Background: an optimization exercise with open tools, aiming at small area. Do not read the settings as production practice.
Where RTL was checked, it was by simulation tests only, not by an equivalence proof against the original.
No activity file was given, so power comes from the tool's default toggle rates.

== run 1 ==
Design fir_q15, start of the top module:
module fir_q15 (
  input  logic               clk,
  input  logic               reset,
  input  logic               in_valid_i,
  output logic               in_ready_o,
  input  logic signed [15:0] in_data_i,
  input  logic               coef_we_i,
  input  logic [3:0]         coef_addr_i,
  input  logic signed [15:0] coef_data_i,
  output logic               coef_err_o,
  output logic               out_valid_o,
  output logic signed [15:0] out_data_o,
  output logic               busy_o
);
Settings: LEC_CHECK=0, CAP_MARGIN=20, CORE_MARGIN=2, CORE_UTILIZATION=60, SLEW_MARGIN=20; clock period 10.0 ns.
standard.sh (not shown) runs the stock make flow with config.mk's settings and CLKGATE_MAP_FILE= SYNTH_SCRIPT=/design/flow/synth_recipe.tcl, a recipe that flattens the netlist after the stock synthesis.
==> flow/flow/run.sh <==
#!/bin/bash
# The standard layout, with the port buffers made from the smallest buffer cell
# and the clock tree built from fewer, larger sink clusters.
set -euo pipefail
export BUFFER_PORTS_ARGS="-buffer_cell sky130_fd_sc_hd__buf_1"
export CTS_ARGS="-sink_clustering_enable -repair_clock_nets -sink_clustering_size 30 -sink_clustering_max_diameter 80 -buf_list sky130_fd_sc_hd__clkbuf_16 -dont_use_dummy_load"
bash standard.sh > standard.log 2>&1
Input changes introduced in run 2 (baseline for comparison: run 1):
- putting CTS_CLUSTER_SIZE at 30 where nothing was set
- swapping 60 for 70 in CORE_UTILIZATION
- putting CTS_BUF_LIST at sky130_fd_sc_hd__clkbuf_16 where nothing was set
- putting CTS_CLUSTER_DIAMETER at 50 where nothing was set
==> flow/flow/run.sh <==
#!/bin/bash
# The standard layout, with the port buffers made from the smallest buffer cell.
set -euo pipefail
export BUFFER_PORTS_ARGS="-buffer_cell sky130_fd_sc_hd__buf_1"
bash standard.sh > standard.log 2>&1
Results
Run 1 leaves more setup margin than run 2. Compared with run 1, in run 2 first-pass GRT wire length shows an increase of 12%, placeable core area went down. Maximum frequency (run 2 vs. run 1) decreases slightly. Run 2 went all the way through synthesis, placement and routing and the layout is clean on timing, DRC and antenna. Density: run 2 denser than run 1.
Inputs modified between run 2 and run 3:
- clearing CTS_CLUSTER_DIAMETER, which used to be 50
- swapping 70 for 60 in CORE_UTILIZATION
- clearing CTS_CLUSTER_SIZE, which used to be 30
- clearing CTS_BUF_LIST, which used to be sky130_fd_sc_hd__clkbuf_16
==> flow/flow/run.sh <==
#!/bin/bash
# The standard layout, with the port buffers made from the smallest buffer cell
# and the clock tree built from fewer, larger sink clusters.
set -euo pipefail
export BUFFER_PORTS_ARGS="-buffer_cell sky130_fd_sc_hd__buf_1"
export CTS_ARGS="-sink_clustering_enable -repair_clock_nets -sink_clustering_size 24 -sink_clustering_max_diameter 45 -buf_list sky130_fd_sc_hd__clkbuf_8 -dont_use_dummy_load"
bash standard.sh > standard.log 2>&1
==> run notes <==
- Worst setup slack before clock tree synthesis: higher on run 3
- Compared with run 2, run 3 shows a total clock buffers created by CTS that is 5.6% higher.
- Wire: run 3 routes less than run 2
- Compare run 2 and run 3 | transition time of the tightest slew-check pin lower: run 2
- Hold slack on run 3 is down relative to run 2.
- In the tables for run 2 and run 3, clock skew reads higher with run 3.
- Run 3 vs run 2 on clock network fraction of total power: run 3 is the lower one.
### run 3 -> run 4
-- flow/flow/run.sh --
<<< run 3, line 6
export CTS_ARGS="-sink_clustering_enable -repair_clock_nets -sink_clustering_size 24 -sink_clustering_max_diameter 45 -buf_list sky130_fd_sc_hd__clkbuf_8 -dont_use_dummy_load"
>>> run 4, line 6
export CTS_ARGS="-sink_clustering_enable -repair_clock_nets -sink_clustering_size 32 -sink_clustering_max_diameter 45 -buf_list sky130_fd_sc_hd__clkbuf_16 -dont_use_dummy_load"
Findings:
On area of the core, run 3 and run 4 are neck and neck.
Cell depth of the worst setup path came out exactly the same in run 3 and run 4.
Between run 3 and run 4, the flow reports routed metal-1 wire length decreasing slightly.
Changes observed in run 4 relative to run 3: clock insertion delay at the later pin of the skew report dropped 0.04 ns; growth of design area from synthesis to finish +3.0 points; finished layout cell area climbed 2.8%; total power rose by about 11%; share of the clock period used by the worst path after layout level.
Wire length (run 4 vs. run 3) increases slightly

========
Setup of run G:
Another version of the RTL of fir_q15 (not shown whole).
For scale: about 550 flip-flops, about 60 I/O pins.
export LEC_CHECK = 0
export CAP_MARGIN = 20
export CORE_MARGIN = 2
export CORE_UTILIZATION = 60
export SLEW_MARGIN = 20
create_clock -name core_clock -period 10.0 [get_ports {clk}]
==> flow/flow/run.sh <==
#!/bin/bash
# The standard layout, with the port buffers made from the smallest buffer cell
# and the clock tree built from fewer, larger sink clusters.
set -euo pipefail
export BUFFER_PORTS_ARGS="-buffer_cell sky130_fd_sc_hd__buf_1"
export RECOVER_POWER=100
export CTS_ARGS="-sink_clustering_enable -repair_clock_nets -sink_clustering_size 20 -sink_clustering_max_diameter 60 -buf_list sky130_fd_sc_hd__clkbuf_8 -dont_use_dummy_load"
bash standard.sh > standard.log 2>&1
The final report for run G shows a completed flow and a layout that fails verification, specifically capacitance limit, slew limit.
Edits applied to the flow inputs when going from run G to run M:
--- a/flow/flow/run.sh
+++ b/flow/flow/run.sh
@@ -6 +5,0 @@
-export RECOVER_POWER=100
Findings:
Between run G and run M, the difference in combinational share of power is negligible.
[compare] base=run G new=run M: switching part of the total ~0 delta; time the worst path needs with I/O delays and setup +0.0046 ns; power ~0 delta; count of vias placed by the detailed router ~0 delta; share of post-route cells with drive strength above 1 +1.3 points.
Run G: all stages done; final checks FAILED (capacitance limit, slew limit).
Per the final summary, run M finished and its layout is clean on timing, DRC and antenna.
Sort run G and run M by post-route cell area asc -> top: run G
Function was not checked in any run of this note: the RTL went through the layout flow alone.

========
Setup of sierra:
Another version of the RTL of fir_q15 (not shown whole).
Size in the first run: ~970 cells after synthesis, ~60 I/O pins.
Settings: LEC_CHECK=0, CAP_MARGIN=20, CORE_MARGIN=2, CORE_UTILIZATION=70, CTS_BUF_LIST=sky130_fd_sc_hd__clkbuf_16, CTS_CLUSTER_DIAMETER=60, CTS_CLUSTER_SIZE=30, SLEW_MARGIN=20; clock period 10.0 ns.
run.sh (not shown) runs the stock make flow with config.mk's settings and CLKGATE_MAP_FILE= SYNTH_SCRIPT=/design/flow/synth_recipe.tcl, a recipe that flattens the netlist after the stock synthesis.
Stock flow here: none of the scripts above is used.
sierra did not stop at any stage, and its layout met the timing, DRC and antenna checks.
> inputs changed (sierra -> pepper)
- ABC_AREA newly set to 1
- CTS_CLUSTER_SIZE changed from 30 to 15
- CORE_UTILIZATION changed from 70 to 60
- CTS_BUF_LIST changed from sky130_fd_sc_hd__clkbuf_16 to sky130_fd_sc_hd__clkbuf_8
[summary]
Taking sierra as the reference, in pepper total power has remained practically unchanged; final critical-path setup slack fell by 0.14 ns; width of the die rose about 9%; register-to-register setup slack picked up an extra 0.91 ns.
Summary of pepper over sierra: via count shows an increase of 14%, summed area of non-filler cells in the final layout went up 1.3%, total number of H-tree levels now sits higher.

-- static timing again, ports no longer ideal --
How much do the figures lean on ideal ports? The routed layouts below were timed once more, with nothing changed but the port constraints. Step 1 sets driving cells, clkbuf_16 on the clock port and buf_2 on the other inputs (assumed; they add their load-dependent delay and slew). Step 2 also shifts input and output timing later by t, the mid clock arrival at the registers, as if the neighbouring blocks saw the same clock. Three values: ideal, step 1, step 2; two values: the first two.
run	t, ns	setup WS [ns]	slew at the worst register clock pin (ns)
run 1	0.565	0.345 / 0.365 / -0.200	0.11 / 0.11
run 2	0.557	0.252 / 0.277 / -0.280	0.10 / 0.10
run 3	0.572	0.308 / 0.324 / -0.248	0.12 / 0.12
run 4	0.544	0.320 / 0.340 / -0.205	0.10 / 0.10
run G	0.557	1.141 / 1.158 / 0.601	0.11 / 0.11
run M	0.558	1.136 / 1.155 / 0.596	0.11 / 0.11
sierra	0.593	4.158 / 4.158 / 4.158	0.11 / 0.11
pepper	0.620	4.015 / 3.994 / 3.994	0.10 / 0.10
Met with ideal ports but missed after step 2: setup timing in run 1, run 2, run 3 and run 4. For run 3, which loses most, drivers alone change the setup slack by +0.016 ns; drivers and shift together by -0.556 ns.
